This design comes from an exercise in tuning for small area, a short achievable clock period and few clock cycles per item on the open sky130 flow, not from production work. Power and IR drop assume default switching activity.

Setup of before:
// fetch_top
module fetch_top (
    input  logic  clk_in,
    input  logic  br_reset,
    input  logic  stall,
    input  logic  redirect_valid,
    input  logic [31:0] redirect_pc,
    output logic  out_valid,
    output logic [31:0] out_ins,
    output logic [31:0] out_pc,
    output logic [31:0] out_pred_pc,
    input  logic  upd_valid,
    input  logic [31:0] upd_pc,
    input  logic  upd_taken,
    output logic  mem_req,
    output logic [31:0] mem_addr,
    input  logic  mem_ack,
    input  logic [31:0] mem_data
);
==> module fetch_top, before the edit <==
module fetch_top (
    input  logic  clk_in,
    input  logic  br_reset,
    input  logic  stall,
    input  logic  redirect_valid,
    input  logic [31:0] redirect_pc,
    output logic  out_valid,
    output logic [31:0] out_ins,
    output logic [31:0] out_pc,
    output logic [31:0] out_pred_pc,
    input  logic  upd_valid,
    input  logic [31:0] upd_pc,
    input  logic  upd_taken,
    output logic  mem_req,
    output logic [31:0] mem_addr,
    input  logic  mem_ack,
    input  logic [31:0] mem_data
);
    localparam logic [6:0] OP_JAL    = 7'b1101111;
    localparam logic [6:0] OP_BRANCH = 7'b1100011;
    logic [1:0]  ctr_q [16];
    logic [31:2] addr_q;      
    logic [31:2] np_q;        
    logic        stale_q;     
    logic        discard;
    logic        deliver;
    logic [31:2] next_pc;
    assign mem_addr    = {addr_q, 2'b00};
    assign out_pc      = {addr_q, 2'b00};
    assign out_pred_pc = {np_q, 2'b00};
    assign discard = mem_req && mem_ack && (stale_q || redirect_valid);
    assign deliver = mem_req && mem_ack && !stale_q && !redirect_valid && !stall;
    logic        is_jal, is_br;
    logic [18:0] j_imm;       
    logic [10:0] b_imm;       
    logic [18:0] j_lo;
    logic        j_c;
    logic [10:0] b_lo;
    logic        b_c;
    logic [10:0] j_hi;
    logic [18:0] b_hi;
    logic [29:0] seq_pc;
    assign is_jal = (mem_data[6:0] == OP_JAL);
    assign is_br  = (mem_data[6:0] == OP_BRANCH) && ctr_q[addr_q[5:2]][1];
    assign j_imm  = {mem_data[31], mem_data[19:12], mem_data[20], mem_data[30:22]};
    assign b_imm  = {mem_data[31], mem_data[7], mem_data[30:25], mem_data[11:9]};
    pfx_add #(.N(19)) j_add (.a(addr_q[20:2]), .b(j_imm), .s(j_lo), .co(j_c));
    pfx_add #(.N(11)) b_add (.a(addr_q[12:2]), .b(b_imm), .s(b_lo), .co(b_c));
    always_comb begin
        case ({j_imm[18], j_c})
            2'b01:   j_hi = addr_q[31:21] + 11'd1;
            2'b10:   j_hi = addr_q[31:21] - 11'd1;
            default: j_hi = addr_q[31:21];
        endcase
        case ({b_imm[10], b_c})
            2'b01:   b_hi = addr_q[31:13] + 19'd1;
            2'b10:   b_hi = addr_q[31:13] - 19'd1;
            default: b_hi = addr_q[31:13];
        endcase
    end
    assign seq_pc = addr_q + 30'd1;
    assign next_pc = is_jal ? {j_hi, j_lo} : is_br ? {b_hi, b_lo} : seq_pc;
    always_ff @(posedge clk_in) begin
        if (br_reset) begin
            mem_req   <= 1'b0;
            out_valid <= 1'b0;
            stale_q   <= 1'b0;
            addr_q    <= '0;
            np_q      <= '0;
        end else begin
            out_valid <= deliver;
            if (!mem_req) begin
                mem_req <= 1'b1;
                stale_q <= 1'b0;
                addr_q  <= redirect_valid ? redirect_pc[31:2] : np_q;
            end else begin
                if (redirect_valid) begin
                    np_q    <= redirect_pc[31:2];
                    stale_q <= 1'b1;
                end
                if (discard) begin
                    mem_req <= 1'b0;
                end
                if (deliver) begin
                    mem_req <= 1'b0;
                    np_q    <= next_pc;
                end
            end
        end
    end
    always_ff @(posedge clk_in) begin
        if (deliver) begin
            out_ins <= mem_data;
        end
    end
    always_ff @(posedge clk_in) begin
        if (br_reset) begin
            for (int i = 0; i < 16; i++) begin
                ctr_q[i] <= 2'b01;
            end
        end else if (upd_valid) begin
            if (upd_taken) begin
                if (ctr_q[upd_pc[5:2]] != 2'b11) begin
                    ctr_q[upd_pc[5:2]] <= ctr_q[upd_pc[5:2]] + 2'b01;
                end
            end else begin
                if (ctr_q[upd_pc[5:2]] != 2'b00) begin
                    ctr_q[upd_pc[5:2]] <= ctr_q[upd_pc[5:2]] - 2'b01;
                end
            end
        end
    end
endmodule
Settings: LEC_CHECK=0, ABC_CLOCK_PERIOD_IN_PS=3000, CAP_MARGIN=20, CORE_MARGIN=8, CORE_UTILIZATION=40, SETUP_SLACK_MARGIN=3.0, SLEW_MARGIN=20; clock period 6.0 ns.
run.sh (not shown) runs the stock make flow with config.mk's settings and CLKGATE_MAP_FILE= SYNTH_SCRIPT=/design/flow/synth_recipe.tcl, a recipe that flattens the netlist after the stock synthesis.
before | status: complete | timing, DRC, antenna: pass
Changes in after relative to before:
==> flow/design.v, changed modules only <==
module fetch_top (
    input  logic  clk_in,
    input  logic  br_reset,
    input  logic  stall,
    input  logic  redirect_valid,
    input  logic [31:0] redirect_pc,
    output logic  out_valid,
    output logic [31:0] out_ins,
    output logic [31:0] out_pc,
    output logic [31:0] out_pred_pc,
    input  logic  upd_valid,
    input  logic [31:0] upd_pc,
    input  logic  upd_taken,
    output logic  mem_req,
    output logic [31:0] mem_addr,
    input  logic  mem_ack,
    input  logic [31:0] mem_data
);
    localparam logic [6:0] OP_JAL    = 7'b1101111;
    localparam logic [6:0] OP_BRANCH = 7'b1100011;
    logic [1:0]  ctr_q [16];
    logic [31:2] addr_q;      
    logic [31:2] np_q;        
    logic        stale_q;     
    logic        discard;
    logic        deliver;
    logic [31:2] next_pc;
    assign mem_addr    = {addr_q, 2'b00};
    assign out_pc      = {addr_q, 2'b00};
    assign out_pred_pc = {np_q, 2'b00};
    assign discard = mem_req && mem_ack && (stale_q || redirect_valid);
    assign deliver = mem_req && mem_ack && !stale_q && !redirect_valid && !stall;
    logic        is_jal, is_br;
    logic [18:0] j_imm;       
    logic [10:0] b_imm;       
    logic [18:0] j_lo;
    logic        j_c;
    logic [10:0] b_lo;
    logic        b_c;
    logic [10:0] j_hi;
    logic [18:0] b_hi;
    logic [29:0] seq_pc;
    assign is_jal = (mem_data[6:0] == OP_JAL);
    assign is_br  = (mem_data[6:0] == OP_BRANCH) && ctr_q[addr_q[5:2]][1];
    assign j_imm  = {mem_data[31], mem_data[19:12], mem_data[20], mem_data[30:22]};
    assign b_imm  = {mem_data[31], mem_data[7], mem_data[30:25], mem_data[11:9]};
    pfx_add #(.N(19)) j_add (.a(addr_q[20:2]), .b(j_imm), .s(j_lo), .co(j_c));
    pfx_add #(.N(11)) b_add (.a(addr_q[12:2]), .b(b_imm), .s(b_lo), .co(b_c));
    logic [10:0] j_inc, j_dec;
    logic [18:0] b_inc, b_dec;
    incdec #(.N(11)) j_id (.x(addr_q[31:21]), .inc(j_inc), .dec(j_dec));
    incdec #(.N(19)) b_id (.x(addr_q[31:13]), .inc(b_inc), .dec(b_dec));
    incdec #(.N(30)) s_id (.x(addr_q[31:2]),  .inc(seq_pc), .dec());
    always_comb begin
        case ({j_imm[18], j_c})
            2'b01:   j_hi = j_inc;
            2'b10:   j_hi = j_dec;
            default: j_hi = addr_q[31:21];
        endcase
        case ({b_imm[10], b_c})
            2'b01:   b_hi = b_inc;
            2'b10:   b_hi = b_dec;
            default: b_hi = addr_q[31:13];
        endcase
    end
    assign next_pc = is_jal ? {j_hi, j_lo} : is_br ? {b_hi, b_lo} : seq_pc;
    always_ff @(posedge clk_in) begin
        if (br_reset) begin
            mem_req   <= 1'b0;
            out_valid <= 1'b0;
            stale_q   <= 1'b0;
            addr_q    <= '0;
            np_q      <= '0;
        end else begin
            out_valid <= deliver;
            if (!mem_req) begin
                mem_req <= 1'b1;
                stale_q <= 1'b0;
                addr_q  <= redirect_valid ? redirect_pc[31:2] : np_q;
            end else begin
                if (redirect_valid) begin
                    np_q    <= redirect_pc[31:2];
                    stale_q <= 1'b1;
                end
                if (discard) begin
                    mem_req <= 1'b0;
                end
                if (deliver) begin
                    mem_req <= 1'b0;
                    np_q    <= next_pc;
                end
            end
        end
    end
    always_ff @(posedge clk_in) begin
        if (deliver) begin
            out_ins <= mem_data;
        end
    end
    always_ff @(posedge clk_in) begin
        if (br_reset) begin
            for (int i = 0; i < 16; i++) begin
                ctr_q[i] <= 2'b01;
            end
        end else if (upd_valid) begin
            if (upd_taken) begin
                if (ctr_q[upd_pc[5:2]] != 2'b11) begin
                    ctr_q[upd_pc[5:2]] <= ctr_q[upd_pc[5:2]] + 2'b01;
                end
            end else begin
                if (ctr_q[upd_pc[5:2]] != 2'b00) begin
                    ctr_q[upd_pc[5:2]] <= ctr_q[upd_pc[5:2]] - 2'b01;
                end
            end
        end
    end
endmodule
module incdec #(
    parameter int N = 8
) (
    input  logic [N-1:0] x,
    output logic [N-1:0] inc,
    output logic [N-1:0] dec
);
    logic [N-1:0] ones;      
    logic [N-1:0] zeros;     
    assign ones[0]  = 1'b1;
    assign zeros[0] = 1'b1;
    for (genvar i = 1; i < N; i++) begin : bit_
        assign ones[i]  = &x[i-1:0];
        assign zeros[i] = ~|x[i-1:0];
    end
    assign inc = x ^ ones;
    assign dec = x ^ zeros;
endmodule
==> notes.md <==
- after went all the way through synthesis, placement and routing and the layout is clean on timing, DRC and antenna.
- Against before, overall via count from detail_route in after fell by a few percent.
- | total non-filler cell area in the finished layout | after vs before | better |
- Combinational power: after vs before down 25%
- In after the met2 global-route usage turned out 2.7 points lower than in before.
- after vs. before: proportion of synthesized chip area in sequential cells has increased; final period demand of the worst path fell 0.39 ns; number of endpoints failing setup at the final stage neither gained nor lost much.
- A timing endpoint of the critical path of np_q[31] is what before shows, while np_q[30] belongs to after.
- Worst hold slack across all endpoints delta (after − before): favourable
- In the flow results for after and before, the fraction of layout instances using a drive strength above 1 is smaller on after.
- Compared with before, in after overall power now sits lower, pin slew with the least headroom to its limit lost 0.24 ns.
- Taking before as the reference point, the worst setup slack after layout of after rises by 0.39 ns.
- Horizontal die dimension: after < before
No functional check of the RTL was part of any run of this note.

port drivers added, routing unchanged:
In the flow no input, the clock included, has a driving cell. The finished layouts below were timed again as built, in two steps. Step 1 (the two cells are an assumption about what drives the block):
set clk [get_ports {clk_in}]
set_driving_cell -lib_cell sky130_fd_sc_hd__clkbuf_16 $clk
set_driving_cell -lib_cell sky130_fd_sc_hd__buf_2 [delete_from_list [all_inputs] $clk]
Step 2 adds t to the input delays and takes it off the output delays; t is the mean of the earliest and latest rising clock arrival at the registers after step 1. Input paths then give back, and output paths get back, about the clock's delay inside the block. a / b / c = ideal ports / drivers / drivers and shift; a / b = the first two.
run	shift t [ns]	slack for setup (ns)	worst setup path at the end	clock arrival spread, ns	worst register clock-pin slew, ns
before	0.474	1.219 / 1.216 / 0.742	input to register	0.015 / 0.014	0.07 / 0.07
after	0.480	1.613 / 1.612 / 1.132	input to register	0.013 / 0.012	0.07 / 0.07
After both steps every run listed still meets setup and hold. The setup slack of after, which loses most, moves by -0.001 ns with the drivers and by -0.481 ns with both steps.
